Context: an optimization exercise on an open-source flow, tuned for small area and a short achievable clock period. The choices shown serve that exercise and are no tape-out recipe. Function was checked by simulation only, so behaviour that the tests miss may differ from the original. Power and IR drop assume default switching activity.

### flow/config.mk
export PLATFORM = sky130hd
export DESIGN_NAME = sync_fifo
export DESIGN_NICKNAME = sync_fifo
export VERILOG_FILES = /design/flow/design.v
export SDC_FILE = /design/flow/constraint.sdc
export NUM_CORES = 4
export LEC_CHECK = 0
export CAP_MARGIN = 20
export CORE_MARGIN = 2
export CORE_UTILIZATION = 40
export SLEW_MARGIN = 20
### flow/constraint.sdc
create_clock -name core_clock -period 4.5 [get_ports {clk}]
set_input_delay 0.9000 -clock core_clock [delete_from_list [all_inputs] [get_ports {clk}]]
set_output_delay 0.9000 -clock core_clock [all_outputs]
set_load 0.01 [all_outputs]
### flow/design.v
package sync_fifo_pkg;
    localparam int DEF_WIDTH = 32;
    localparam int DEF_DEPTH = 64;
    localparam int PTR_ADDR_W = 32;
    typedef struct packed {
        logic                  wrap;
        logic [PTR_ADDR_W-1:0] addr;
    } fifo_ptr_t;
    function automatic int clog2(input int unsigned n);
        int r;
        r = 0;
        for (int i = 0; i < 32; i++) begin
            if (((n - 32'd1) >> i) != 32'd0) begin
                r = i + 1;
            end
        end
        clog2 = r;
    endfunction
    function automatic fifo_ptr_t ptr_inc(input fifo_ptr_t p, input int unsigned depth);
        fifo_ptr_t n;
        n = p;
        if (p.addr == (depth - 32'd1)) begin
            n.addr = '0;
            n.wrap = ~p.wrap;
        end else begin
            n.addr = p.addr + 32'd1;
        end
        ptr_inc = n;
    endfunction
endpackage
module sync_fifo_ram #(
    parameter int WIDTH = 32,
    parameter int DEPTH = 64,
    parameter int AW    = 6
) (
    input  logic             clk_i,
    input  logic             rst_i,
    input  logic             we_i,
    input  logic [AW-1:0]    waddr_i,
    input  logic [WIDTH-1:0] wdata_i,
    input  logic             re_i,
    input  logic [AW-1:0]    raddr_i,
    output logic [WIDTH-1:0] rdata_o
);
    logic [WIDTH-1:0] mem_q [DEPTH];
    logic [DEPTH-1:0] wsel;
    logic [DEPTH-1:0] rsel;
    logic [WIDTH-1:0] rmux;
    logic [WIDTH-1:0] rdata_q;
    always_comb begin
        for (int i = 0; i < DEPTH; i++) begin
            wsel[i] = (waddr_i == AW'(i));
            rsel[i] = (raddr_i == AW'(i));
        end
    end
    for (genvar i = 0; i < DEPTH; i++) begin : g_word
        always_ff @(posedge clk_i) begin
            if (we_i && wsel[i]) begin
                mem_q[i] <= wdata_i;
            end
        end
    end
    always_comb begin
        rmux = '0;
        for (int i = 0; i < DEPTH; i++) begin
            rmux = rmux | (mem_q[i] & {WIDTH{rsel[i]}});
        end
    end
    always_ff @(posedge clk_i or posedge rst_i) begin
        if (rst_i) begin
            rdata_q <= '0;
        end else if (re_i) begin
            rdata_q <= rmux;
        end
    end
    assign rdata_o = rdata_q;
endmodule
module sync_fifo #(
    parameter int WIDTH     = sync_fifo_pkg::DEF_WIDTH,
    parameter int DEPTH     = sync_fifo_pkg::DEF_DEPTH,
    parameter int AFULL_TH  = DEPTH - 4,
    parameter int AEMPTY_TH = 4
) (
    input  logic                       clk,
    input  logic                       m_rst,
    input  logic                       w_valid,
    input  logic [WIDTH-1:0]           w_data,
    output logic                       w_ready,
    input  logic                       r_valid,
    output logic [WIDTH-1:0]           r_data,
    output logic                       r_data_valid,
    output logic                       full,
    output logic                       empty,
    output logic                       almost_full,
    output logic                       almost_empty,
    output logic [sync_fifo_pkg::clog2(DEPTH):0]      level,
    output logic                       overflow,
    output logic                       underflow
);
    localparam int AW = sync_fifo_pkg::clog2(DEPTH);
    logic [AW-1:0] wr_addr_q;
    logic [AW-1:0] rd_addr_q;
    logic [AW:0]   level_q;
    logic          full_q;
    logic          wready_q;
    logic          empty_q;
    logic          afull_q;
    logic          aempty_q;
    logic          overflow_q;
    logic          underflow_q;
    logic          rvalid_q;
    logic          wr_acc;
    logic          rd_acc;
    logic          inc;
    logic          dec;
    logic [AW:0]   level_p1;
    logic [AW:0]   level_m1;
    assign wr_acc = w_valid && !full_q;
    assign rd_acc = r_valid && !empty_q;
    assign inc    = wr_acc && !rd_acc;
    assign dec    = rd_acc && !wr_acc;
    assign level_p1 = level_q + 1'b1;
    assign level_m1 = level_q - 1'b1;
    always_ff @(posedge clk or posedge m_rst) begin
        if (m_rst) begin
            wr_addr_q   <= '0;
            rd_addr_q   <= '0;
            level_q     <= '0;
            full_q      <= 1'b0;
            wready_q    <= 1'b1;
            empty_q     <= 1'b1;
            afull_q     <= 1'b0;
            aempty_q    <= 1'b1;
            overflow_q  <= 1'b0;
            underflow_q <= 1'b0;
            rvalid_q    <= 1'b0;
        end else begin
            if (wr_acc) wr_addr_q <= wr_addr_q + 1'b1;
            if (rd_acc) rd_addr_q <= rd_addr_q + 1'b1;
            if (inc) begin
                level_q  <= level_p1;
                full_q   <= (level_p1 == (AW + 1)'(DEPTH));
                wready_q <= (level_p1 != (AW + 1)'(DEPTH));
                empty_q  <= 1'b0;
                afull_q  <= (level_p1 >= (AW + 1)'(AFULL_TH));
                aempty_q <= (level_p1 <= (AW + 1)'(AEMPTY_TH));
            end else if (dec) begin
                level_q  <= level_m1;
                full_q   <= 1'b0;
                wready_q <= 1'b1;
                empty_q  <= (level_m1 == '0);
                afull_q  <= (level_m1 >= (AW + 1)'(AFULL_TH));
                aempty_q <= (level_m1 <= (AW + 1)'(AEMPTY_TH));
            end
            overflow_q  <= w_valid && full_q;
            underflow_q <= r_valid && empty_q;
            rvalid_q    <= rd_acc;
        end
    end
    sync_fifo_ram #(
        .WIDTH (WIDTH),
        .DEPTH (DEPTH),
        .AW    (AW)
    ) u_ram (
        .clk_i   (clk),
        .rst_i   (m_rst),
        .we_i    (wr_acc),
        .waddr_i (wr_addr_q),
        .wdata_i (w_data),
        .re_i    (rd_acc),
        .raddr_i (rd_addr_q),
        .rdata_o (r_data)
    );
    assign w_ready      = wready_q;
    assign full         = full_q;
    assign empty        = empty_q;
    assign level        = level_q;
    assign almost_full  = afull_q;
    assign almost_empty = aempty_q;
    assign overflow     = overflow_q;
    assign underflow    = underflow_q;
    assign r_data_valid = rvalid_q;
endmodule
### flow/run.sh
#!/bin/bash
# synth_recipe.tcl (not shown) runs the flow's synth.tcl, then flattens the netlist and writes it again
# the make line also repeats each setting of config.mk as NAME=value (left out here)
make -C /OpenROAD-flow-scripts/flow DESIGN_CONFIG=/design/flow/config.mk WORK_HOME=/design/flow/orfs CLKGATE_MAP_FILE= SYNTH_SCRIPT=/design/flow/synth_recipe.tcl finish
==> reports/results.ini, run 1 <==
[timing]
finalCritPeriodShare_pct=88.79
setup_viol=0
tightest_slew_ns=1.285
finClkSkew_ns=0.03977
relSlewSlack_pct=14.15
finalSetupTns_ns=0
fin_ws_ns=0.5045
hold_viol=0
max_freq_ghz=0.2503
rsz0062_at_grt=false
period_minus_slack_ns=3.996
report.final.slew_viol_count=0

[setup_path]
crit_path_end_kind=register
r2r_slack_ns=0.50
worst-setup-path-type=register to register
reg2regPathDepth=8
worst_r2r_endpoint=u_ram.rdata_q[8]
cp_data_required_time_ns=5.19
r2r-start=rd_addr_q[3]
crit_path_max_fanout=18
crit_arrival_ns=4.68
crit_path_start_kind=register

[synth]
synthArstFlopShare_pct=2.800
syn_nets=4407
syn_inst=4359
synth-seq-cells=2107
ys.flop_type=edfxtp_1
synth_edf_count=2048
synthesis.area_mm2=0.07778
yosysTopAreaCell=edfxtp_1
synth_area_per_cell_um2=17.84
yosysWarnings=3
synthDistinctLibCells=76
synth.area.top_cells=edfxtp_1, a22oi_1, dfrtp_1, and3_1, nand4_1
yosysTopAreaCellShare_pct=79.06
ys_seq_area_share_pct=80.97

[route]
wl_met2_um=145800
wl_met3_um=58940
drtIter0Drc=12690
drcViolationCount=0
via_per_inst=7.094
route.final.wire_length_um=350500
drtPass1Iterations=8
top_layer_used=met5
met1Wirelength_um=116400
post_drt_wl_per_cell_um=47.03
vias=52860
drtAntennaViolNets=0

[grt]
grt_pass1_vias=47550
grt_max_degree=65
grt_usage_pct=34.60
grt-ovfl-total=0
antenna_found_initial=30
grt_pass1_wl_um=452300

[job]
cap_violations=0

[worst_hold_path]
holdPathEnd=u_ram.mem_q[20][10]
hold_depth=1
hp-start=w_data[10]
min_path_type=primary input to register

[power]
ir_worst_vdd_uv=454.1
intPower_mw=35.04
p_leak_nw=29.57
comb_power_share_pct=19.5
p_clk_share_pct=34.7
sw_frac_of_total_pct=30.74
p_per_area_mw_per_mm2=553.6
seqPwrFrac_pct=45.8
p_switching_mw=15.55

[clock_network]
cts-resized-gates=0
htree_levels=4
clk_latency_ns=0.86
cts-root-buf=clkbuf_16
clkTransAtPathRegs_ns=0.07
cts_inserted_buffers=207
cts_buffer_depth=3
post-cts-setup-buffers=0
cts_hold_buf=0
cts_sinks=2107
cts_tree=yes

[floorplanning]
core_mm2=0.1928
die_w_um=445.0
die_h_um=445.0
initial_core_util_pct=40.35
die-area_mm2=0.1980
io_pins=83
row_count=161

[final_layout]
final_cell_mix=edfxtp_1, a22oi_1, buf_4
drive_above_1_share_pct=17.56
fin_nets=4785
area_growth_syn_to_layout_pct=17.48
layout_commonest_cell=edfxtp_1
n_fill_cell=15890

[placed_design]
gp_congestion=0.9537
hpwl_um=200600
port_buffers=82
dp_slack_ns=0.7436

[status]
status=timing/DRC/antenna clean

==> sequential cells by signal, summed over array words and instances (netlist names) <==
register       cells
aempty_q           1
afull_q            1
empty_q            1
full_q             1
level_q            7
overflow_q         1
rd_addr_q          6
rvalid_q           1
u_ram.mem_q     2048
u_ram.rdata_q     32
underflow_q        1
wr_addr_q          6
wready_q           1
==> per-stage QoR <==
step	instances	cell area (µm²)	power (mW)	hold slack (ns)	util (%)
floorplan	4359	77780	27.30	0.4670	-
global placement	7048	84420	32.79	0.4648	43.79
detailed placement	7050	84460	32.85	0.4648	43.81
CTS	7431	91230	49.92	0.3220	47.32
global route	7439	91350	51.18	0.3518	47.39
finish	7452	91380	50.59	0.3516	47.40
==> power by group through the flow <==
stage	sequential [mW]	combinational [mW]	clock, mW
floorplan	23.2	4.11	0
global placement	23.6	9.24	0
detailed placement	23.6	9.29	0
CTS	23.2	9.32	17.4
global route	23.2	9.75	18.2
finish	23.2	9.88	17.5
==> worst max-delay path by stage <==
stage,end,depth (start not counted),start,slack [ns]
after floorplan,u_ram.mem_q[47][0],4,w_valid,0.05
after global placement,u_ram.rdata_q[0],8,rd_addr_q[3],0.12
after detailed placement,u_ram.mem_q[18][30],6,w_valid,0.74
after CTS,u_ram.rdata_q[11],7,rd_addr_q[3],0.79
after global routing,u_ram.rdata_q[11],8,rd_addr_q[2],0.47
final,u_ram.rdata_q[8],8,rd_addr_q[3],0.50
==> synthesized netlist by cell type, types with 13 or more instances <==
cell       number
nand2_1       188
edfxtp_1     2048
nor2b_1        16
buf_2         114
nor2_2         21
a2111oi_0      23
nand4_1       126
a31oi_1        30
a222oi_1       14
buf_6          16
inv_1          13
dfrtp_1        56
a22oi_1       817
nor4_1         48
nand3_1        75
xnor2_1        15
a21oi_1        36
nor2_1        156
clkbuf_1       85
mux2i_1        28
buf_4          26
and3_1        130
nor3_1         48
a22o_1         29
==> metal layers <==
layer / global-route usage, % / vias to the layer above
li1: - / 18830
met1: 45.00 / 26600
met2: 49.01 / 6003
met3: 11.65 / 1405
met4: 23.47 / 24
met5: 0 / -
==> cell families after synthesis <==
kind of cell             share of synthesized area [%]
adder cells (fa/ha/maj)                         0.1930
AND/OR/NAND/NOR                                  6.182
buffers and inverters                            1.715
AO/OA/AOI/OAI                                    10.19
flip-flops                                       80.97
XOR/XNOR                                        0.2252
multiplexers                                    0.5340
==> worst max-delay path: stages (launching register included) <==
cell and delay, ns:
dfrtp_2 0.67, buf_4 0.30, nand2b_1 0.39, nor2_4 0.29, buf_12 0.28, a2111oi_0 0.70, nand3_1 0.23, nor4_1 0.71
a31oi_1 0.17
==> cell type report <==
| type | count | area, µm² | share of cell area (%) |
|---|---|---|---|
| Sequential cell | 2107 | 62980 | 68.92 |
| Inverter | 13 | 52.55 | 0.05751 |
| Clock inverter | 112 | 1116 | 1.221 |
| Timing Repair Buffer | 415 | 4016 | 4.395 |
| Tap cell | 2526 | 3161 | 3.459 |
| Antenna cell | 17 | 42.54 | 0.04655 |
| Clock buffer | 269 | 5660 | 6.194 |
| Multi-Input combinational cell | 1993 | 14350 | 15.70 |
==> run 2, diff against run 1 <==
--- a/flow/design.v
+++ b/flow/design.v
@@ -33,3 +33,4 @@
     parameter int DEPTH = 64,
-    parameter int AW    = 6
+    parameter int LO    = 8,
+    parameter int HI    = 8
 ) (
@@ -38,6 +39,7 @@
     input  logic             we_i,
-    input  logic [AW-1:0]    waddr_i,
+    input  logic [HI-1:0]    whi_i,
+    input  logic [LO-1:0]    wlo_i,
     input  logic [WIDTH-1:0] wdata_i,
     input  logic             re_i,
-    input  logic [AW-1:0]    raddr_i,
+    input  logic [DEPTH-1:0] rsel_i,
     output logic [WIDTH-1:0] rdata_o
@@ -45,15 +47,7 @@
     logic [WIDTH-1:0] mem_q [DEPTH];
-    logic [DEPTH-1:0] wsel;
-    logic [DEPTH-1:0] rsel;
     logic [WIDTH-1:0] rmux;
     logic [WIDTH-1:0] rdata_q;
-    always_comb begin
-        for (int i = 0; i < DEPTH; i++) begin
-            wsel[i] = (waddr_i == AW'(i));
-            rsel[i] = (raddr_i == AW'(i));
-        end
-    end
     for (genvar i = 0; i < DEPTH; i++) begin : g_word
         always_ff @(posedge clk_i) begin
-            if (we_i && wsel[i]) begin
+            if (we_i && whi_i[i / LO] && wlo_i[i % LO]) begin
                 mem_q[i] <= wdata_i;
@@ -65,3 +59,3 @@
         for (int i = 0; i < DEPTH; i++) begin
-            rmux = rmux | (mem_q[i] & {WIDTH{rsel[i]}});
+            rmux = rmux | (mem_q[i] & {WIDTH{rsel_i[i]}});
         end
@@ -100,4 +94,10 @@
     localparam int AW = sync_fifo_pkg::clog2(DEPTH);
-    logic [AW-1:0] wr_addr_q;
-    logic [AW-1:0] rd_addr_q;
+    localparam int LO = 1 << (AW / 2);
+    localparam int HI = DEPTH / LO;
+    logic [LO-1:0] wr_lo_q;
+    logic [HI-1:0] wr_hi_q;
+    logic [HI-1:0] wr_hi_ok_q;
+    logic [HI-1:0] wr_hi_d;
+    logic          full_d;
+    logic [DEPTH-1:0] rd_sel_q;
     logic [AW:0]   level_q;
@@ -123,6 +123,10 @@
     assign level_m1 = level_q - 1'b1;
+    assign wr_hi_d = (wr_acc && wr_lo_q[LO-1]) ? {wr_hi_q[HI-2:0], wr_hi_q[HI-1]} : wr_hi_q;
+    assign full_d  = inc ? (level_p1 == (AW + 1)'(DEPTH)) : (dec ? 1'b0 : full_q);
     always_ff @(posedge clk or posedge m_rst) begin
         if (m_rst) begin
-            wr_addr_q   <= '0;
-            rd_addr_q   <= '0;
+            wr_lo_q     <= LO'(1);
+            wr_hi_q     <= HI'(1);
+            wr_hi_ok_q  <= HI'(1);
+            rd_sel_q    <= DEPTH'(1);
             level_q     <= '0;
@@ -137,7 +141,9 @@
         end else begin
-            if (wr_acc) wr_addr_q <= wr_addr_q + 1'b1;
-            if (rd_acc) rd_addr_q <= rd_addr_q + 1'b1;
+            if (wr_acc) wr_lo_q <= {wr_lo_q[LO-2:0], wr_lo_q[LO-1]};
+            wr_hi_q    <= wr_hi_d;
+            wr_hi_ok_q <= full_d ? '0 : wr_hi_d;
+            full_q     <= full_d;
+            if (rd_acc) rd_sel_q <= {rd_sel_q[DEPTH-2:0], rd_sel_q[DEPTH-1]};
             if (inc) begin
                 level_q  <= level_p1;
-                full_q   <= (level_p1 == (AW + 1)'(DEPTH));
                 wready_q <= (level_p1 != (AW + 1)'(DEPTH));
@@ -148,3 +154,2 @@
                 level_q  <= level_m1;
-                full_q   <= 1'b0;
                 wready_q <= 1'b1;
@@ -162,3 +167,4 @@
         .DEPTH (DEPTH),
-        .AW    (AW)
+        .LO    (LO),
+        .HI    (HI)
     ) u_ram (
@@ -166,7 +172,8 @@
         .rst_i   (m_rst),
-        .we_i    (wr_acc),
-        .waddr_i (wr_addr_q),
+        .we_i    (w_valid),
+        .whi_i   (wr_hi_ok_q),
+        .wlo_i   (wr_lo_q),
         .wdata_i (w_data),
         .re_i    (rd_acc),
-        .raddr_i (rd_addr_q),
+        .rsel_i  (rd_sel_q),
         .rdata_o (r_data)
--- a/flow/config.mk
+++ b/flow/config.mk
@@ -9,3 +9,7 @@
 export CORE_MARGIN = 2
-export CORE_UTILIZATION = 40
+export CORE_UTILIZATION = 45
+export CTS_CLUSTER_DIAMETER = 60
+export CTS_CLUSTER_SIZE = 25
+export SETUP_SLACK_MARGIN = 2.5
 export SLEW_MARGIN = 20
+export TNS_END_PERCENT = 10
==> reports/results.ini, run 2 <==
[timing]
hold_viol=0
setup_viol=0
rsz0062_at_grt=true
finClkSkew_ns=0.03962
tightest_slew_ns=1.289
finalSetupTns_ns=0
finalCritPeriodShare_pct=55.53
max_freq_ghz=0.4002
relSlewSlack_pct=14.04
period_minus_slack_ns=2.499
report.final.slew_viol_count=0

[setup_path]
crit_family=flip-flops
crit_path_start_kind=register
crit_chain=buf_6
crit_slowest_cell=dfrtp_2
cp.buffers_inverters=1
worst-setup-path-type=register to output port
cp_data_required_time_ns=3.60
critical-path-max-stage-delay_ns=0.61
crit_arrival_ns=1.60
crit_path_end_kind=output port
crit_path_max_fanout=2

[floorplanning]
die_w_um=423.1
io_pins=83
die_h_um=423.1
row_count=153
initial_core_util_pct=45.37
die-area_mm2=0.1790
core_mm2=0.1742

[final_layout]
largest-register=u_ram.mem_q
seq_area_mm2=0.06516
drive_above_1_share_pct=23.94
n_fill_cell=13500
fin_nets=4720
layout_commonest_cell=edfxtp_1
top_regs=u_ram.mem_q x2048, rd_sel_q x64, u_ram.rdata_q x32
largest_reg_flops=2048
multi_input_area_mm2=0.01321
area_growth_syn_to_layout_pct=17.93
final_cell_mix=edfxtp_1, a22oi_1, buf_4

[synth]
synth_area_per_cell_um2=18.59
synthDistinctLibCells=46
synthSimpleGateAreaFrac_pct=4.298
synth_compound_area_share_pct=10.91
synthAdderAreaFrac_pct=0.07915
synth.area.top_cells=edfxtp_1, a22oi_1, dfrtp_1, nand4_1, a22o_1
ys_seq_area_share_pct=82.09
ys.flop_type=edfxtp_1
yosysTopAreaCellShare_pct=77.81
synth-xor-area-share_pct=0.1440
synth_common_cells=edfxtp_1, a22oi_1, nand2_1
yosysWarnings=3
syn_inst=4253
yosysTopAreaCell=edfxtp_1
synthArstFlopShare_pct=6.184
yosysMostFrequentCell=edfxtp_1
synthesis.area_mm2=0.07904
synth-seq-cells=2183
synth_top_family_by_area=compound AO/OA/AOI/OAI gates
muxShareOfSynthArea_pct=0.1409
syn_nets=4294
synth_edf_count=2048

[clock_network]
cts_buffer_depth=3
htree_levels=4
cts_tree=yes
cts_sinks=2183
clk_latency_ns=0.84
cts_hold_buf=0
clkTransAtPathRegs_ns=0.09
cts_inserted_buffers=140
cts-root-buf=clkbuf_16

[placed_design]
hpwl_um=175700
gp_congestion=0.8721
port_buffers=82

[power]
totalPowerFinal_mw=38.59
comb_power_share_pct=3.9
p_switching_mw=8.643
ir_worst_vdd_uv=454.4
seqPwrFrac_pct=58.1
p_per_area_mw_per_mm2=414.0
intPower_mw=29.94
p_clk_share_pct=38.0
p_leak_nw=30.14
sw_frac_of_total_pct=22.40

[grt]
grt_max_degree=70
met2_usage_pct=53.57
use_met1_pct=49.77
grt_pass1_wl_um=452200
busiest_layer=met2
met3_usage_pct=15.04
grt-ovfl-total=0
grt_usage_pct=38.35
antenna_found_initial=26
grt_pass1_vias=47900

[route]
via_per_inst=7.435
drtAntennaViolNets=0
vias=53130
drcViolationCount=0
route.final.wire_length_um=350500
post_drt_wl_per_cell_um=49.04
drtPass1Iterations=6
drtIter0Drc=12290

[worst_hold_path]
min_path_type=primary input to register

[status]
status=timing/DRC/antenna clean

[job]
cap_violations=0

-- run 2: changes by cell type after synthesis, moves of 48 or more --
cell,change
a22o_1,+70
dfrtp_1,+72
nand4_1,+65
a22oi_1,-48
and3_1,-65
buf_6,+61
a221oi_1,+58
nor2_1,-112
-- run 2: area by class of cell --
cell class | count | share of cell area [%]
tap | 2325 | 3.121
antenna | 25 | 0.06711
clock buffer | 160 | 4.054
timing repair buffer | 572 | 7.271
sequential | 2183 | 69.90
multi-input combinational | 1773 | 14.17
clock inverter | 99 | 1.369
inverter | 9 | 0.04564
-- run 2: metal layers --
layer	wire [µm]	part of all wire [%]
met1	113600	32
met2	143800	41
met3	63390	18
met4	29520	8.4
met5	95	0.027
-- run 2: power groups by stage --
stage	clock [mW]	combinational, mW	sequential [mW]
floorplan	0	0.523	22.8
global placement	0	1.07	22.9
detailed placement	0	1.09	22.9
CTS	14.5	1.41	22.4
global route	15.2	1.59	22.4
finish	14.7	1.50	22.4
-- run 2: repair_timing --
item	4_1_cts	5_1_grt
gates resized for setup	618	44
endpoints found under the setup margin	1867	1162
endpoints found under the hold margin	0	0
setup buffers	276	20
cloned	12	4
pin swaps	91	42
-- run 2: through the flow --
stage / std cells / utilization [%] / worst slack, ns / cell area (µm²) / hold WS, ns
after global placement: 6546 / 47.62 / 0.9700 / 82960 / 0.4987
after floorplan: 4253 / - / 1.927 / 79190 / 0.4741
final: 7146 / 53.51 / 2.001 / 93210 / 0.4910
after detailed placement: 6546 / 47.63 / 0.9466 / 82970 / 0.5138
after global routing: 7126 / 53.48 / 2.016 / 93160 / 0.4714
after CTS: 7093 / 53.13 / 2.008 / 92550 / 0.5325
-- run 2: worst paths after layout --
kind / start / endpoint / slack [ns] / cells past startpoint
min: w_data[12] / u_ram.mem_q[14][12] / 0.49 / 1
min reg2reg: wr_hi_q[2] / wr_hi_q[2] / 0.53 / 1
max: u_ram.rdata_q[23] / r_data[23] / 2.00 / 1
min in group asynchronous: m_rst / full_q / 0.68 / 2
max in group asynchronous: m_rst / u_ram.rdata_q[11] / 2.71 / 3
max reg2reg: rd_sel_q[44] / u_ram.rdata_q[2] / 2.02 / 5
-- run 2: kinds of logic after synthesis --
family,after synthesis
mux,10
flops,2183
compound gates,1082
simple gates,656
xor+xnor,13
fa+ha+maj,5
buf+inv,304
==> run 3, diff against run 2 <==
--- a/flow/config.mk
+++ b/flow/config.mk
@@ -9,3 +9,3 @@
 export CORE_MARGIN = 2
-export CORE_UTILIZATION = 45
+export CORE_UTILIZATION = 55
 export CTS_CLUSTER_DIAMETER = 60
==> reports/results.ini, run 3 <==
[setup_path]
critical-path-max-stage-delay_ns=0.61
crit_path_max_fanout=2
worst-setup-path-type=register to output port
crit_slowest_cell=dfrtp_2
crit_family=flip-flops
cp_data_required_time_ns=3.60
crit_arrival_ns=1.59
crit_chain=buf_6
crit_path_end_kind=output port
cp.buffers_inverters=1
crit_path_start_kind=register

[timing]
rsz0062_at_grt=true
hold_viol=0
finalSetupTns_ns=0
finalCritPeriodShare_pct=55.41
tightest_slew_ns=1.229
setup_viol=0
max_freq_ghz=0.4011
period_minus_slack_ns=2.493
finClkSkew_ns=0.04069
relSlewSlack_pct=18.05
report.final.slew_viol_count=0

[power]
seqPwrFrac_pct=58.4
p_leak_nw=29.52
comb_power_share_pct=3.9
sw_frac_of_total_pct=22.34
p_clk_share_pct=37.7
totalPowerFinal_mw=38.37
intPower_mw=29.80
p_switching_mw=8.574
ir_worst_vdd_uv=390.3
p_per_area_mw_per_mm2=422.1

[final_layout]
fin_nets=4652
fin_cells=6657
top_regs=u_ram.mem_q x2048, rd_sel_q x64, u_ram.rdata_q x32
drive_above_1_share_pct=21.70
largest_reg_flops=2048
n_fill_cell=9934
final_cell_mix=edfxtp_1, a22oi_1, buf_4
area_growth_syn_to_layout_pct=15.02
largest-register=u_ram.mem_q
layout_commonest_cell=edfxtp_1

[floorplanning]
row_count=139
die_w_um=383.1
die_h_um=383.1
die-area_mm2=0.1468
io_pins=83
core_mm2=0.1431
initial_core_util_pct=55.22

[clock_network]
clk_latency_ns=0.84
cts_tree=yes
cts_hold_buf=0
htree_levels=4
cts_sinks=2183
cts_buffer_depth=3
clkTransAtPathRegs_ns=0.08
cts-root-buf=clkbuf_16
cts_inserted_buffers=139

[synth]
syn_nets=4294
yosysTopAreaCell=edfxtp_1
synth_area_per_cell_um2=18.59
synth-seq-cells=2183
syn_inst=4253
yosysTopAreaCellShare_pct=77.81
synth_edf_count=2048
synthesis.area_mm2=0.07904
synth.area.top_cells=edfxtp_1, a22oi_1, dfrtp_1, nand4_1, a22o_1
ys_seq_area_share_pct=82.09
yosysWarnings=3
synthDistinctLibCells=46
synthArstFlopShare_pct=6.184
ys.flop_type=edfxtp_1
synth_common_cells=edfxtp_1, a22oi_1, nand2_1
yosysMostFrequentCell=edfxtp_1

[route]
route.final.wire_length_um=346900
drtIter0Drc=11950
drtPass1Iterations=9
post_drt_wl_per_cell_um=52.11
vias=52450
drcViolationCount=0
drtAntennaViolNets=0
via_per_inst=7.880

[status]
status=timing/DRC/antenna clean

[grt]
grt_pass1_vias=47340
grt_pass1_wl_um=446400
grt_max_degree=98
antenna_found_initial=20
grt_usage_pct=46.88
grt-ovfl-total=0

[worst_hold_path]
min_path_type=primary input to register

[job]
cap_violations=0

[placed_design]
dpl.cell_count=6150
gp_congestion=0.8962
port_buffers=82
hpwl_um=185700

-- run 3: cell counts after synthesis --
No cell type changed its count.
-- run 3: worst reg2reg max path: cells and delay by family, from the launching register on --
kind | cells | cell delay, ns
simple gates | 2 | 0.82
flops | 1 | 0.65
compound gates | 2 | 0.53
buf+inv | 1 | 0.28
-- run 3: final cells by class --
cell class | count | area, µm² | share of cell area, %
Antenna cell | 25 | 62.56 | 0.06881
Clock buffer | 161 | 3762 | 4.138
Clock inverter | 98 | 1186 | 1.305
Timing Repair Buffer | 505 | 5305 | 5.835
Tap cell | 1903 | 2381 | 2.619
Sequential cell | 2183 | 65160 | 71.67
Multi-Input combinational cell | 1773 | 13020 | 14.32
Inverter | 9 | 40.04 | 0.04404
-- run 3: per-stage QoR --
| stage | cell area, µm² | setup WS (ns) | utilization (%) | hold WS [ns] |
|---|---|---|---|---|
| 2_1_floorplan | 79190 | 1.927 | - | 0.4741 |
| 3_3_place_gp | 82520 | 1.142 | 57.65 | 0.5007 |
| 3_5_place_dp | 82640 | 1.081 | 57.74 | 0.5029 |
| 4_1_cts | 90630 | 2.018 | 63.32 | 0.4270 |
| 5_1_grt | 90870 | 2.019 | 63.49 | 0.4593 |
| 6_report | 90920 | 2.007 | 63.52 | 0.4663 |
-- run 3: cells by family (layout without fill, tap and decap cells) --
| logic type | Yosys count | count (layout) | synth area share (%) |
|---|---|---|---|
| flip-flops | 2183 | 2183 | 82.09 |
| AO/OA/AOI/OAI | 1082 | 1083 | 10.91 |
| AND/OR/NAND/NOR | 656 | 662 | 4.298 |
| buffers and inverters | 304 | 773 | 2.340 |
| XOR/XNOR | 13 | 13 | 0.1440 |
| multiplexers | 10 | 10 | 0.1409 |
| adder cells (fa/ha/maj) | 5 | 5 | 0.07915 |
| other | 0 | 25 | 0 |
-- run 3: final timing paths --
path,from,to,slack [ns],cells past startpoint
max in group asynchronous,m_rst,rd_sel_q[43],2.94,3
max,u_ram.rdata_q[26],r_data[26],2.01,1
min,w_data[25],u_ram.mem_q[35][25],0.47,1
min reg2reg,wr_hi_q[3],wr_hi_q[4],0.52,1
min in group asynchronous,m_rst,level_q[6],0.55,2
max reg2reg,rd_sel_q[22],u_ram.rdata_q[3],2.07,5
-- run 3: routing by layer --
layer  track usage (%)  share of wire (%)  vias to the layer above
li1                  -                  -                    18480
met3             16.93                 17                     1366
met1             61.26                 32                    26590
met2             65.79                 42                     6003
met4             32.12                8.5                       22
met5           0.03307              0.053                        -
-- run 3: timing repair --
item | 4_1_cts | 5_1_grt
cloned | 5 | 6
setup endpoints to repair | 1585 | 948
gates resized for setup | 482 | 17
endpoints found under the hold margin | 0 | 0
buffers inserted | 207 | 4
pin swaps | 30 | 4
-- run 3: power by group through the flow --
stage	combinational (mW)	sequential, mW	clock, mW
floorplan	0.523	22.8	0
global placement	1.13	22.9	0
detailed placement	1.15	22.9	0
CTS	1.41	22.4	14.4
global route	1.59	22.4	15.1
finish	1.50	22.4	14.5
==> run 4, diff against run 3 <==
==> flow/flow/run.sh (new file) <==
#!/bin/bash
# Standard layout, with one extra step before detailed placement (flow/move.tcl):
# each register that drives an output port is moved next to that port's output
# buffer, then detailed placement legalises it as usual.
set -euo pipefail
W=$(pwd)
bash standard.sh PRE_DETAIL_PLACE_TCL="$W/flow/move.tcl" finish > "$W/standard_flow.log" 2>&1
==> flow/flow/move.tcl (new file) <==
# Runs inside ORFS detail_place.tcl (PRE_DETAIL_PLACE_TCL hook), design loaded.
# Move each flip-flop that drives an output port (directly or through buffers)
# onto its output buffer's location; detailed placement then legalises it.
proc driver_inst {net} {
  foreach it [$net getITerms] {
    if {[$it isOutputSignal]} { return [$it getInst] }
  }
  return ""
}
proc input_net {inst} {
  foreach it [$inst getITerms] {
    if {[$it isInputSignal] && [$it getNet] ne "NULL"} { return [$it getNet] }
  }
  return ""
}
set block [ord::get_db_block]
set moved 0
foreach bterm [$block getBTerms] {
  if {[$bterm getIoType] ne "OUTPUT"} { continue }
  set net [$bterm getNet]
  set obuf [driver_inst $net]
  if {$obuf eq ""} { continue }
  lassign [$obuf getLocation] x y
  set inst $obuf
  for {set k 0} {$k < 4} {incr k} {
    set n [input_net $inst]
    if {$n eq ""} { break }
    set d [driver_inst $n]
    if {$d eq ""} { break }
    set mname [[$d getMaster] getName]
    if {[string match "*__df*" $mname]} {
      $d setLocation $x $y
      incr moved
      puts "move: [$d getName] ($mname) -> $x $y for [$bterm getName]"
      break
    }
    if {![string match "*buf*" $mname]} { break }
    set inst $d
  }
}
puts "move: moved $moved output flip-flops"
==> flow/standard.sh (new file) <==
#!/bin/bash
# synth_recipe.tcl (not shown) runs the flow's synth.tcl, then flattens the netlist and writes it again
# the make line also repeats each setting of config.mk as NAME=value (left out here)
make -C /OpenROAD-flow-scripts/flow DESIGN_CONFIG=/design/flow/config.mk WORK_HOME=/design/flow/orfs CLKGATE_MAP_FILE= SYNTH_SCRIPT=/design/flow/synth_recipe.tcl "${@:-finish}"
--- a/flow/config.mk
+++ b/flow/config.mk
@@ -9,3 +9,3 @@
 export CORE_MARGIN = 2
-export CORE_UTILIZATION = 55
+export CORE_UTILIZATION = 45
 export CTS_CLUSTER_DIAMETER = 60
removed: flow/run.sh
==> reports/results.ini, run 4 <==
[grt]
grt-ovfl-total=0
grt_usage_pct=38.78
grt_pass1_vias=47730
grt_max_degree=98
antenna_found_initial=44
grt_pass1_wl_um=455200

[job]
cap_violations=0

[synth]
synth-seq-cells=2183
ys_seq_area_share_pct=82.09
ys.flop_type=edfxtp_1
yosysMostFrequentCell=edfxtp_1
yosysTopAreaCell=edfxtp_1
synthesis.area_mm2=0.07904
synthDistinctLibCells=46
synth_edf_count=2048
syn_inst=4253
yosysTopAreaCellShare_pct=77.81
synth.area.top_cells=edfxtp_1, a22oi_1, dfrtp_1, nand4_1, a22o_1
synthArstFlopShare_pct=6.184
synth_common_cells=edfxtp_1, a22oi_1, nand2_1
synth_area_per_cell_um2=18.59
syn_nets=4294
yosysWarnings=3

[placed_design]
placed_cell_area_mm2=0.08297
hpwl_um=180600
gp_congestion=0.8721
port_buffers=82
dpl.cell_count=6546

[power]
intPower_mw=29.57
ir_worst_vdd_uv=472.8
sw_frac_of_total_pct=22.58
seqPwrFrac_pct=58.5
p_clk_share_pct=37.0
p_switching_mw=8.623
p_leak_nw=30.40
comb_power_share_pct=4.6
p_per_area_mw_per_mm2=407.9

[route]
post_drt_wl_per_cell_um=49.38
drtIter0Drc=12330
vias=53430
drcViolationCount=0
route.final.wire_length_um=354700
via_per_inst=7.440
drtPass1Iterations=7
drtAntennaViolNets=0

[timing]
relSlewSlack_pct=14.36
max_freq_ghz=0.3982
period_minus_slack_ns=2.511
finalCritPeriodShare_pct=55.80
finalSetupTns_ns=0
finClkSkew_ns=0.05397
setup_viol=0
hold_viol=0
rsz0062_at_grt=true
tightest_slew_ns=1.285
report.final.slew_viol_count=0

[floorplanning]
die_h_um=423.1
die-area_mm2=0.1790
row_count=153
die_w_um=423.1
initial_core_util_pct=45.37
core_mm2=0.1742
io_pins=83

[clock_network]
cts_hold_buf=0
clkTransAtPathRegs_ns=0.11
cts-root-buf=clkbuf_16
htree_levels=4
cts_inserted_buffers=132
clk_latency_ns=0.85
cts_buffer_depth=3
cts_sinks=2183
cts_tree=yes

[setup_path]
crit_path_start_kind=register
crit_arrival_ns=3.21
cp_data_required_time_ns=5.20
crit_path_max_fanout=5
worst-setup-path-type=register to register
crit_path_end_kind=register

[final_layout]
top_regs=u_ram.mem_q x2048, rd_sel_q x64, u_ram.rdata_q x32
fin_area_mm2=0.09364
largest_reg_flops=2048
layout_commonest_cell=edfxtp_1
post-route-util_pct=53.75
final_cell_mix=edfxtp_1, a22oi_1, buf_4
largest-register=u_ram.mem_q
drive_above_1_share_pct=24.95
area_growth_syn_to_layout_pct=18.46
fin_cells=7182
fin_nets=4753

[status]
status=timing/DRC/antenna clean

[worst_hold_path]
min_path_type=primary input to register

run 4: changes by cell type in the layout (fill, tap and decap cells not counted), sizes merged, moves of 4 or more:
cell	previous run	this run
buf	499	610
diode	25	35
clkbuf	164	159
clkinvlp	12	8
inv	46	42
and3	70	66
run 4: metal layers:
| layer | share of wire [%] | vias to the layer above | global-route usage (%) | wire (µm) |
|---|---|---|---|---|
| li1 | - | 18670 | - | - |
| met2 | 41 | 6183 | 54.07 | 146300 |
| met1 | 32 | 27100 | 50.34 | 114900 |
| met5 | 0.043 | - | 0 | 153 |
| met3 | 18 | 1453 | 15.31 | 63870 |
| met4 | 8.3 | 22 | 25.17 | 29390 |
run 4: kinds of logic after synthesis:
| kind of cell | share of synthesized area [%] |
|---|---|
| compound gates | 10.91 |
| xor+xnor | 0.1440 |
| fa+ha+maj | 0.07915 |
| buf+inv | 2.340 |
| flops | 82.09 |
| mux | 0.1409 |
| simple gates | 4.298 |
run 4: critical path: stages, from the launching register on:
cell	delay [ns]
dfrtp_4	0.57
buf_12	0.16
buf_12	0.14
a22o_4	0.22
a221oi_4	0.29
nand3_2	0.15
or4_1	0.42
o32a_1	0.40
run 4: final cells by class:
type / instances / area [µm²]
diodes: 35 / 87.58
clock buffers: 156 / 3615
clock inverters: 88 / 1121
fillers: 13420 / 80570
inverters: 9 / 42.54
multi-input cells: 1769 / 13430
flip-flops and latches: 2183 / 65150
well taps: 2325 / 2909
repair buffers: 617 / 7283
run 4: repair_timing:
item                                     CTS  global route
endpoints found under the setup margin  1805          1098
pin swaps                                106            88
cloned                                    11             2
resized for setup                        597           123
buffers inserted                         308            31
run 4: worst paths after layout:
path / to / start / slack [ns] / cells after the start
hold reg to reg: wr_hi_q[6] / wr_hi_q[6] / 0.53 / 1
setup reg to reg: u_ram.rdata_q[14] / rd_sel_q[50] / 1.99 / 7
min in group asynchronous: wr_hi_q[5] / m_rst / 0.69 / 2
setup / recovery: u_ram.rdata_q[14] / rd_sel_q[50] / 1.99 / 7
max in group asynchronous: rd_sel_q[57] / m_rst / 2.49 / 3
hold / removal: u_ram.mem_q[63][2] / w_data[2] / 0.44 / 1
run 4: through the flow:
stage                     hold slack (ns)  setup WS, ns  total power [mW]
after global routing               0.4486         2.043             38.83
after floorplan                    0.4741         1.927             23.33
after global placement             0.4987        0.9700             24.01
after CTS                          0.5330         2.010             37.91
final                              0.4448         1.989             38.19
after detailed placement           0.5104        0.7252             24.12
run 4: power by group through the flow:
| stage | registers [mW] | logic, mW | clock network (mW) |
|---|---|---|---|
| 3_3_place_gp | 22.9 | 1.07 | 0 |
| 6_report | 22.3 | 1.74 | 14.1 |
| 5_1_grt | 22.3 | 1.80 | 14.7 |
| 3_5_place_dp | 22.9 | 1.19 | 0 |
| 2_1_floorplan | 22.8 | 0.523 | 0 |
| 4_1_cts | 22.3 | 1.61 | 14.0 |
==> run 5, diff against run 4 <==
--- a/flow/config.mk
+++ b/flow/config.mk
@@ -9,3 +9,3 @@
 export CORE_MARGIN = 2
-export CORE_UTILIZATION = 45
+export CORE_UTILIZATION = 55
 export CTS_CLUSTER_DIAMETER = 60
@@ -14,2 +14,2 @@
 export SLEW_MARGIN = 20
-export TNS_END_PERCENT = 10
+export TNS_END_PERCENT = 100
==> reports/results.ini, run 5 <==
[clock_network]
cts_buffer_depth=3
clk_latency_ns=0.84
cts-root-buf=clkbuf_16
cts_tree=yes
cts_inserted_buffers=140
cts_hold_buf=0
htree_levels=4
cts_sinks=2183
clkTransAtPathRegs_ns=0.10

[floorplanning]
initial_core_util_pct=55.22
die_h_um=383.1
core_mm2=0.1431
die-area_mm2=0.1468
io_pins=83
die_w_um=383.1
row_count=139

[power]
p_per_area_mw_per_mm2=402.9
ir_worst_vdd_uv=328.9
p_leak_nw=30.85
totalPowerFinal_mw=38.09

[route]
vias=56340
route.final.wire_length_um=380200
post_drt_wl_per_cell_um=55.20
drtPass1Iterations=9
drcViolationCount=0
via_per_inst=8.181
drtIter0Drc=14310
drtAntennaViolNets=0

[setup_path]
crit_path_start_kind=register
worst-setup-path-type=register to register
crit_path_max_fanout=11
crit_arrival_ns=3.14
cp_data_required_time_ns=5.18
reg2regPathDepth=6
crit_path_end_kind=register

[final_layout]
multi_input_area_mm2=0.01402
largest-register=u_ram.mem_q
layout_commonest_cell=edfxtp_1
fin_nets=4865
top_regs=u_ram.mem_q x2048, rd_sel_q x64, u_ram.rdata_q x32
n_fill_cell=9558
largest_reg_flops=2048
final_cell_mix=edfxtp_1, a22oi_1, buf_4
fin_cells=6887
area_growth_syn_to_layout_pct=19.60
seq_area_mm2=0.06517
drive_above_1_share_pct=27.18

[job]
cap_violations=0

[grt]
antenna_found_initial=47
grt_usage_pct=51.47
grt-ovfl-total=0
grt_max_degree=98
grt_pass1_wl_um=483100
grt_pass1_vias=48860

[timing]
setup_viol=0
relSlewSlack_pct=29.32
rsz0062_at_grt=true
worst_hold_slack_ns=0.4998
finalCritPeriodShare_pct=54.64
finClkSkew_ns=0.04554
tightest_slew_ns=1.060
finalSetupTns_ns=0
fin_ws_ns=2.041
hold_viol=0
report.final.slew_viol_count=0
period_minus_slack_ns=2.459
max_freq_ghz=0.4067

[placed_design]
gp_congestion=0.8601
hpwl_um=177000
port_buffers=82
dpl.cell_count=6105
dp_slack_ns=1.108

[synth]
yosysWarnings=3
synth-seq-cells=2183
synth_area_per_cell_um2=18.59
yosysTopAreaCell=edfxtp_1
ys_seq_area_share_pct=82.09
synthesis.area_mm2=0.07904
syn_nets=4294
synthDistinctLibCells=46
yosysMostFrequentCell=edfxtp_1
yosysTopAreaCellShare_pct=77.81
synth.area.top_cells=edfxtp_1, a22oi_1, dfrtp_1, nand4_1, a22o_1
synthArstFlopShare_pct=6.184
synth_common_cells=edfxtp_1, a22oi_1, nand2_1
ys.flop_type=edfxtp_1
syn_inst=4253
synth_edf_count=2048

[worst_hold_path]
min_path_type=primary input to asynchronous set/reset pin

[status]
status=timing/DRC/antenna clean

==> run 5: cells by family after synthesis <==
logic type      after synthesis  synth area share, %
mux                          10               0.1409
buf+inv                     304                2.340
compound gates             1082                10.91
xor+xnor                     13               0.1440
fa+ha+maj                     5              0.07915
simple gates                656                4.298
flops                      2183                82.09
==> run 5: what timing repair did <==
action,4_1_cts,5_1_grt
gates cloned,53,1
setup endpoints to repair,1819,433
setup buffers,395,31
pin swaps,138,74
resized for setup,635,99
==> run 5: routing by layer <==
layer / routed length [µm] / global-route usage [%]
met1: 118800 / 64.42
met2: 149700 / 67.67
met4: 36180 / 37.17
met3: 74930 / 27.05
met5: 562 / 3.175
==> run 5: final cells by class <==
class	instances	area share (%)
Clock inverter	96	1.133
Sequential cell	2183	68.93
Clock buffer	155	3.889
Tap cell	1903	2.519
Inverter	9	0.04235
Antenna cell	51	0.1350
Multi-Input combinational cell	1811	14.83
Timing Repair Buffer	679	8.518
==> run 5: path summary, 6_finish.rpt <==
| check | to | startpoint | slack, ns |
|---|---|---|---|
| setup / recovery | u_ram.rdata_q[26] | rd_sel_q[44] | 2.04 |
| setup reg to reg | u_ram.rdata_q[26] | rd_sel_q[44] | 2.04 |
| hold reg to reg | wr_hi_q[5] | wr_hi_q[4] | 0.53 |
| max in group asynchronous | rd_sel_q[40] | m_rst | 2.91 |
| min in group core_clock | underflow_q | r_valid | 0.50 |
| hold / removal | u_ram.rdata_q[12] | m_rst | 0.50 |
==> run 5: worst max-delay path, cell delays in order, from the launching register on <==
cell	delay [ns]
dfrtp_4	0.52
buf_8	0.19
buf_8	0.18
a22oi_2	0.20
nand4_1	0.14
or4_4	0.56
o32a_4	0.49
==> run 5: through the flow <==
step	cell area (µm²)	utilization, %
after global placement	82300	57.50
final	94530	66.05
after global routing	94440	65.98
after CTS	93560	65.37
after detailed placement	82370	57.55
after floorplan	79610	-
==> run 5: power by group <==
group / internal, mW / switching (mW) / total [mW]
clock: 6.70 / 7.41 / 14.1
combinational: 0.571 / 1.09 / 1.66
sequential: 22.3 / 0.0590 / 22.3
==> run 6, diff against run 5 <==
==> flow/flow/run.sh (replaced) <==
#!/bin/bash
# Standard layout with two changes:
#  - flow/move.tcl runs before detailed placement: each register that drives an
#    output port is moved next to that port's output buffer, then detailed
#    placement legalises it as usual.
#  - clock tree synthesis clusters up to 25 sinks within 100 um per leaf buffer
#    and inserts no dummy loads.
set -euo pipefail
W=$(pwd)
bash standard.sh \
  PRE_DETAIL_PLACE_TCL="$W/flow/move.tcl" \
  "CTS_ARGS=-sink_clustering_enable -repair_clock_nets -sink_clustering_size 25 -sink_clustering_max_diameter 100 -dont_use_dummy_load" \
  finish > "$W/standard_flow.log" 2>&1
--- a/flow/config.mk
+++ b/flow/config.mk
@@ -10,6 +10,4 @@
 export CORE_UTILIZATION = 55
-export CTS_CLUSTER_DIAMETER = 60
-export CTS_CLUSTER_SIZE = 25
 export SETUP_SLACK_MARGIN = 2.5
 export SLEW_MARGIN = 20
-export TNS_END_PERCENT = 100
+export TNS_END_PERCENT = 10
==> reports/results.ini, run 6 <==
[timing]
fin_ws_ns=1.737
relSlewSlack_pct=17.61
finClkSkew_ns=0.06057
period_minus_slack_ns=2.763
finalCritPeriodShare_pct=61.41
setup_viol=0
hold_viol=0
tightest_slew_ns=1.236
report.final.slew_viol_count=0
finalSetupTns_ns=0
max_freq_ghz=0.3619
rsz0062_at_grt=true

[synth]
synth.area.top_cells=edfxtp_1, a22oi_1, dfrtp_1, nand4_1, a22o_1
synthAdderAreaFrac_pct=0.07915
synth-xor-area-share_pct=0.1440
synth_edf_count=2048
synthesis.area_mm2=0.07904
ys.flop_type=edfxtp_1
yosysWarnings=3
synth-seq-cells=2183
synth_common_cells=edfxtp_1, a22oi_1, nand2_1
ys_seq_area_share_pct=82.09
yosysTopAreaCellShare_pct=77.81
synthSimpleGateAreaFrac_pct=4.298
yosysTopAreaCell=edfxtp_1
synth_area_per_cell_um2=18.59
synthArstFlopShare_pct=6.184
muxShareOfSynthArea_pct=0.1409
yosysMostFrequentCell=edfxtp_1
syn_nets=4294
synth_compound_area_share_pct=10.91
synth_top_family_by_area=compound AO/OA/AOI/OAI gates
syn_inst=4253
synthDistinctLibCells=46

[route]
drcViolationCount=0
post_drt_wl_per_cell_um=54.10
drtAntennaViolNets=0
route.final.wire_length_um=357100
drtIter0Drc=12800
via_per_inst=8.066
drtPass1Iterations=7
vias=53260

[final_layout]
area_growth_syn_to_layout_pct=13.61
largest-register=u_ram.mem_q
fin_cells=6602
final_cell_mix=edfxtp_1, a22oi_1, buf_4
n_fill_cell=9993
layout_commonest_cell=edfxtp_1
top_regs=u_ram.mem_q x2048, rd_sel_q x64, u_ram.rdata_q x32
fin_area_mm2=0.08980
multi_input_area_mm2=0.01340
fin_nets=4705
post-route-util_pct=62.74
largest_reg_flops=2048
seq_area_mm2=0.06515
drive_above_1_share_pct=22.03

[setup_path]
crit_path_end_kind=register
worst-setup-path-type=register to register
r2r_slack_ns=1.74
reg2regPathDepth=5
r2r-start=rd_sel_q[36]
worst_r2r_endpoint=u_ram.rdata_q[7]
crit_arrival_ns=3.38
cp_data_required_time_ns=5.11
crit_path_max_fanout=15
crit_path_start_kind=register

[grt]
grt-ovfl-total=0
grt_usage_pct=47.73
grt_max_degree=98
antenna_found_initial=34
grt_pass1_wl_um=452900
grt_pass1_vias=47420

[floorplanning]
io_pins=83
row_count=139
initial_core_util_pct=55.22
die_h_um=383.1
die_w_um=383.1
die-area_mm2=0.1468
core_mm2=0.1431

[clock_network]
clk_latency_ns=0.78
cts_buffer_depth=3
cts-root-buf=clkbuf_16
htree_levels=3
cts_inserted_buffers=97
clkTransAtPathRegs_ns=0.11
cts_tree=yes
cts_sinks=2183

[worst_hold_path]
hp-start=w_data[25]
holdPathEnd=u_ram.mem_q[35][25]
min_path_type=primary input to register
hold_depth=1

[placed_design]
dpl.cell_count=6150
hpwl_um=189600
gp_congestion=0.8962
port_buffers=82
dp_slack_ns=0.8344
placed_cell_area_mm2=0.08264

[job]
cap_violations=0

[power]
p_per_area_mw_per_mm2=379.3
ir_worst_vdd_uv=373.2
p_leak_nw=29.04

[status]
status=timing/DRC/antenna clean

[run 6: routing by layer]
layer  share of wire (%)  routed length (µm)  global-route usage [%]
met3                  18               63930                   18.46
met5               0.091                 326                 0.06614
met4                 8.9               31650                   32.77
met1                  32              114900                   62.56
met2                  41              146300                   65.85
[run 6: final cells by class]
cell class	count	area share (%)
Inverter	9	0.04459
Antenna cell	37	0.1031
Multi-Input combinational cell	1776	14.92
Sequential cell	2183	72.55
Tap cell	1903	2.652
Timing Repair Buffer	597	7.025
Clock buffer	97	2.703
[run 6: kinds of logic after synthesis]
logic type	after synthesis
mux	10
fa+ha+maj	5
xor+xnor	13
simple gates	656
flops	2183
buf+inv	304
compound gates	1082
[run 6: timing repair]
action | CTS | global route
hold endpoints to repair | 0 | 0
hold buffers | 0 | 0
pin swaps | 52 | 40
gates cloned | 9 | 6
setup buffers | 269 | 34
resized for setup | 524 | 85
setup endpoints to repair | 1792 | 1004
[run 6: how the worst max path moves through the flow]
stage / startpoint / to / slack, ns / cells past startpoint
2_1_floorplan: m_rst / afull_q / 1.93 / 1
3_3_place_gp: r_valid / u_ram.rdata_q[12] / 1.14 / 7
3_5_place_dp: r_valid / u_ram.rdata_q[12] / 0.83 / 7
4_1_cts: empty_q / u_ram.rdata_q[23] / 1.98 / 9
5_1_grt: rd_sel_q[36] / u_ram.rdata_q[7] / 1.88 / 5
6_report: rd_sel_q[36] / u_ram.rdata_q[7] / 1.74 / 5
[run 6: per-stage QoR]
stage                     hold WS (ns)  total power, mW
after floorplan                 0.4741            23.33
after global placement          0.5007            24.06
after detailed placement        0.5081            24.15
after CTS                       0.4924            33.79
after global routing            0.5267            34.62
final                           0.5133            34.06
[run 6: critical path: stages, from the launching register on]
cell and delay [ns]:
dfrtp_4 0.53, buf_6 0.24, a22oi_2 0.38, nand4_1 0.42
or4_4 0.61, o32a_4 0.40
[run 6: power by group]
| part | switching [mW] | total (mW) | internal, mW |
|---|---|---|---|
| sequential | 0.0642 | 22.3 | 22.3 |
| combinational | 1.14 | 1.77 | 0.623 |
| clock | 6.11 | 9.97 | 3.86 |
| total | 7.32 | 34.1 | 26.7 |
==> run 7, diff against run 6 <==
--- a/flow/design.v
+++ b/flow/design.v
@@ -56,7 +56,22 @@
     end
-    always_comb begin
-        rmux = '0;
-        for (int i = 0; i < DEPTH; i++) begin
-            rmux = rmux | (mem_q[i] & {WIDTH{rsel_i[i]}});
-        end
+    localparam int GW = 8;
+    localparam int NG = DEPTH / GW;
+    logic [WIDTH-1:0] grp [NG];
+    for (genvar g = 0; g < NG; g++) begin : g_rgrp
+        logic [GW*WIDTH-1:0] words;
+        for (genvar k = 0; k < GW; k++) begin : g_w
+            assign words[k*WIDTH +: WIDTH] = mem_q[g*GW + k];
+        end
+        sync_fifo_rgrp #(
+            .WIDTH (WIDTH),
+            .N     (GW)
+        ) u_rgrp (
+            .sel_i   (rsel_i[g*GW +: GW]),
+            .words_i (words),
+            .or_o    (grp[g])
+        );
+    end
+    logic [NG*WIDTH-1:0] grp_flat;
+    for (genvar g = 0; g < NG; g++) begin : g_flat
+        assign grp_flat[g*WIDTH +: WIDTH] = grp[g];
     end
@@ -69,3 +84,41 @@
     end
+    sync_fifo_ror #(
+        .WIDTH (WIDTH),
+        .N     (NG)
+    ) u_ror (
+        .grp_i (grp_flat),
+        .or_o  (rmux)
+    );
     assign rdata_o = rdata_q;
+endmodule
+module sync_fifo_rgrp #(
+    parameter int WIDTH = 32,
+    parameter int N     = 8
+) (
+    input  logic [N-1:0]       sel_i,
+    input  logic [N*WIDTH-1:0] words_i,
+    output logic [WIDTH-1:0]   or_o
+);
+    for (genvar b = 0; b < WIDTH; b++) begin : g_bit
+        logic [N-1:0] col;
+        for (genvar k = 0; k < N; k++) begin : g_k
+            assign col[k] = words_i[k*WIDTH + b];
+        end
+        assign or_o[b] = |(col & sel_i);
+    end
+endmodule
+module sync_fifo_ror #(
+    parameter int WIDTH = 32,
+    parameter int N     = 8
+) (
+    input  logic [N*WIDTH-1:0] grp_i,
+    output logic [WIDTH-1:0]   or_o
+);
+    for (genvar b = 0; b < WIDTH; b++) begin : g_bit
+        logic [N-1:0] col;
+        for (genvar k = 0; k < N; k++) begin : g_k
+            assign col[k] = grp_i[k*WIDTH + b];
+        end
+        assign or_o[b] = |col;
+    end
 endmodule
@@ -104,6 +157,5 @@
     logic          full_q;
-    logic          wready_q;
-    logic          empty_q;
+    logic          nempty_q;
     logic          afull_q;
-    logic          aempty_q;
+    logic          naempty_q;
     logic          overflow_q;
@@ -118,3 +170,3 @@
     assign wr_acc = w_valid && !full_q;
-    assign rd_acc = r_valid && !empty_q;
+    assign rd_acc = r_valid && nempty_q;
     assign inc    = wr_acc && !rd_acc;
@@ -133,6 +185,5 @@
             full_q      <= 1'b0;
-            wready_q    <= 1'b1;
-            empty_q     <= 1'b1;
+            nempty_q    <= 1'b0;
             afull_q     <= 1'b0;
-            aempty_q    <= 1'b1;
+            naempty_q   <= 1'b0;
             overflow_q  <= 1'b0;
@@ -148,15 +199,13 @@
                 level_q  <= level_p1;
-                wready_q <= (level_p1 != (AW + 1)'(DEPTH));
-                empty_q  <= 1'b0;
+                nempty_q <= 1'b1;
                 afull_q  <= (level_p1 >= (AW + 1)'(AFULL_TH));
-                aempty_q <= (level_p1 <= (AW + 1)'(AEMPTY_TH));
+                naempty_q <= !(level_p1 <= (AW + 1)'(AEMPTY_TH));
             end else if (dec) begin
                 level_q  <= level_m1;
-                wready_q <= 1'b1;
-                empty_q  <= (level_m1 == '0);
+                nempty_q <= (level_m1 != '0);
                 afull_q  <= (level_m1 >= (AW + 1)'(AFULL_TH));
-                aempty_q <= (level_m1 <= (AW + 1)'(AEMPTY_TH));
+                naempty_q <= !(level_m1 <= (AW + 1)'(AEMPTY_TH));
             end
             overflow_q  <= w_valid && full_q;
-            underflow_q <= r_valid && empty_q;
+            underflow_q <= r_valid && !nempty_q;
             rvalid_q    <= rd_acc;
@@ -180,8 +229,8 @@
     );
-    assign w_ready      = wready_q;
+    assign w_ready      = !full_q;
     assign full         = full_q;
-    assign empty        = empty_q;
+    assign empty        = !nempty_q;
     assign level        = level_q;
     assign almost_full  = afull_q;
-    assign almost_empty = aempty_q;
+    assign almost_empty = !naempty_q;
     assign overflow     = overflow_q;
==> flow/run.sh (new file) <==
#!/bin/bash
# synth_recipe.tcl (not shown) runs the flow's synth.tcl, then flattens the netlist and writes it again
# the make line also repeats each setting of config.mk as NAME=value (left out here)
make -C /OpenROAD-flow-scripts/flow DESIGN_CONFIG=/design/flow/config.mk WORK_HOME=/design/flow/orfs CLKGATE_MAP_FILE= SYNTH_SCRIPT=/design/flow/synth_recipe.tcl finish
--- a/flow/config.mk
+++ b/flow/config.mk
@@ -10,4 +10,8 @@
 export CORE_UTILIZATION = 55
+export CTS_CLUSTER_DIAMETER = 60
+export CTS_CLUSTER_SIZE = 25
 export SETUP_SLACK_MARGIN = 2.5
 export SLEW_MARGIN = 20
+export SYNTH_HIERARCHICAL = 1
+export SYNTH_MINIMUM_KEEP_SIZE = 0
 export TNS_END_PERCENT = 10
removed: flow/flow/run.sh
removed: flow/flow/move.tcl
removed: flow/standard.sh
==> reports/results.ini, run 7 <==
[synth]
synth_edf_count=2048
synth.area.top_cells=edfxtp_1, a22oi_1, dfrtp_1, nand4_1, mux2_2
ys.flop_type=edfxtp_1
yosysTopAreaCell=edfxtp_1
yosysMostFrequentCell=edfxtp_1
synth_common_cells=edfxtp_1, a22oi_1, nand4_1
synthesis.area_mm2=0.07862
ys_seq_area_share_pct=82.50
synthDistinctLibCells=54
syn_inst=4072
synth_area_per_cell_um2=19.31
synth-seq-cells=2182
yosysWarnings=11
synthArstFlopShare_pct=6.141
syn_nets=4113
yosysTopAreaCellShare_pct=78.23

[timing]
tightest_slew_ns=1.169
setup_viol=0
relSlewSlack_pct=22.06
finalCritPeriodShare_pct=55.28
rsz0062_at_grt=true
finalSetupTns_ns=0
max_freq_ghz=0.4020
report.final.slew_viol_count=0
hold_viol=0
period_minus_slack_ns=2.487
fin_ws_ns=2.013
worst_hold_slack_ns=0.5272
finClkSkew_ns=0.02687

[final_layout]
final_cell_mix=edfxtp_1, a22oi_1, nand4_1
layout_commonest_cell=edfxtp_1
area_growth_syn_to_layout_pct=12.95
largest_reg_flops=2048
drive_above_1_share_pct=21.36
top_regs=u_ram.mem_q x2048, rd_sel_q x64, u_ram.rdata_q x32
fin_cells=6328
fin_nets=4364
largest-register=u_ram.mem_q

[floorplanning]
io_pins=83
die_w_um=382.1
core_mm2=0.1418
die-area_mm2=0.1460
initial_core_util_pct=55.46
row_count=138
die_h_um=382.1

[placed_design]
gp_congestion=0.8644
port_buffers=82
dpl.cell_count=5959
hpwl_um=134500
dp_slack_ns=1.324

[setup_path]
crit_path_max_fanout=12
crit_arrival_ns=3.16
cp_data_required_time_ns=5.18
crit_path_start_kind=register
crit_slowest_cell=nand4_1
worst-setup-path-type=register to register
crit_chain=buf_6 > a22oi_1 > nand4_1 > nor4_2 > buf_4 > nand2_1 > mux2_4
crit_path_end_kind=register
critical-path-max-stage-delay_ns=0.53

[power]
ir_worst_vdd_uv=456.3
totalPowerFinal_mw=37.50
p_leak_nw=28.21
p_per_area_mw_per_mm2=422.3

[grt]
grt_usage_pct=30.33
grt_pass1_wl_um=309400
antenna_found_initial=16
grt-ovfl-total=0
grt_max_degree=65
grt_pass1_vias=40210

[clock_network]
clkTransAtPathRegs_ns=0.09
cts_buffer_depth=3
cts_hold_buf=0
clk_latency_ns=0.79
cts_sinks=2182
cts_tree=yes
cts-root-buf=clkbuf_16
cts_inserted_buffers=139
htree_levels=4

[route]
drtPass1Iterations=5
route.final.wire_length_um=224000
post_drt_wl_per_cell_um=35.39
drcViolationCount=0
vias=42570
drtIter0Drc=5466
drtAntennaViolNets=0
via_per_inst=6.727

[status]
status=timing/DRC/antenna clean

[job]
cap_violations=0

[worst_hold_path]
min_path_type=register to register

## run 7: layout make-up
cell class,count,area (µm²)
repair buffers,327,3237
flip-flops and latches,2182,64960
well taps,1890,2365
clock buffers,158,3747
multi-input cells,1662,13320
fillers,9965,52960
diodes,5,12.51
clock inverters,93,1101
inverters,11,53.80
## run 7: cell families after synthesis
| logic type | Yosys count | synth area share (%) |
|---|---|---|
| and+or+nand+nor | 492 | 3.742 |
| adders and majority gates | 5 | 0.07958 |
| muxes | 105 | 1.646 |
| DFF | 2182 | 82.50 |
| AOI/OAI and AO/OA | 1048 | 10.01 |
| buffers and inverters | 228 | 1.894 |
| xor gates and xnor gates | 12 | 0.1337 |
## run 7: worst paths after layout
check | startpoint | endpoint | slack, ns | cells past startpoint
min in group asynchronous | m_rst | rd_sel_q[37] | 0.54 | 2
max in group asynchronous | m_rst | level_q[0] | 2.84 | 3
min | wr_hi_q[6] | wr_hi_q[7] | 0.53 | 1
max | rd_sel_q[25] | u_ram.rdata_q[15] | 2.01 | 7
min reg2reg | wr_hi_q[6] | wr_hi_q[7] | 0.53 | 1
max reg2reg | rd_sel_q[25] | u_ram.rdata_q[15] | 2.01 | 7
## run 7: repair_timing
action | in CTS | in global routing
gates cloned | 6 | 4
endpoints found under the setup margin | 2185 | 1188
resized for setup | 490 | 95
pin swaps | 94 | 66
buffers inserted | 87 | 16
## run 7: routing by layer
layer | part of all wire, % | wire (µm) | vias up | global-route usage (%)
li1 | - | - | 17740 | -
met1 | 40 | 88760 | 22520 | 42.39
met2 | 48 | 107400 | 1955 | 48.54
met3 | 8.1 | 18040 | 354 | 4.838
met4 | 4.4 | 9775 | 6 | 11.59
met5 | 0.014 | 32 | - | 0
## run 7: where the power goes
part | leakage (nW) | switching, mW | internal (mW)
Sequential | 20.1 | 0.0383 | 22.2
Combinational | 5.71 | 0.860 | 0.346
Clock | 2.37 | 7.06 | 7.00
Total | 28.2 | 7.96 | 29.5
## run 7: metrics by stage
stage	cell area (µm²)	util, %
after global routing	88780	62.63
after CTS	88140	62.17
final	88800	62.64
after floorplan	78790	-
after detailed placement	81390	57.42
after global placement	81360	57.39
## run 7: worst max-delay path, delay by kind of cell, from the launching register on
kind                   cells  cell delay (ns)
multiplexers               1             0.27
buffers and inverters      2             0.43
flip-flops                 1             0.52
AND/OR/NAND/NOR            3             0.96
AO/OA/AOI/OAI              1             0.18

-- afterwards: timing with drivers on the ports --
How much do the figures lean on ideal ports? The routed layouts below were timed once more, with nothing changed but the port constraints. Step 1 (the two cells are an assumption about what drives the block):
set clk [get_ports {clk}]
set_driving_cell -lib_cell sky130_fd_sc_hd__clkbuf_16 $clk
set_driving_cell -lib_cell sky130_fd_sc_hd__buf_2 [delete_from_list [all_inputs] $clk]
Step 2 times the ports against the registers' clock, not the clock port: input delays grow and output delays shrink by t, the midpoint of the rising clock arrivals with the driver on. Slacks: ideal / step 1 / step 2; pairs: ideal / step 1.
run	t, ns	slack for setup (ns)	worst setup path at the end	latest minus earliest clock arrival (ns)
run 1	0.941	0.504 / 0.504 / 0.504	register to register	0.054 / 0.054
run 2	0.903	2.001 / 1.910 / 1.280	input to register	0.051 / 0.051
run 3	0.909	2.007 / 1.918 / 1.351	input to register	0.049 / 0.048
run 4	0.915	1.989 / 1.989 / 1.149	input to register	0.061 / 0.061
run 5	0.899	2.041 / 2.041 / 1.533	input to register	0.048 / 0.049
run 6	0.845	1.737 / 1.737 / 1.255	input to register	0.067 / 0.067
run 7	0.863	2.013 / 2.000 / 1.333	input to register	0.032 / 0.031
After both steps every run listed still meets setup and hold. For run 4, which loses most, drivers alone change the setup slack by 0.000 ns; drivers and shift together by -0.840 ns.
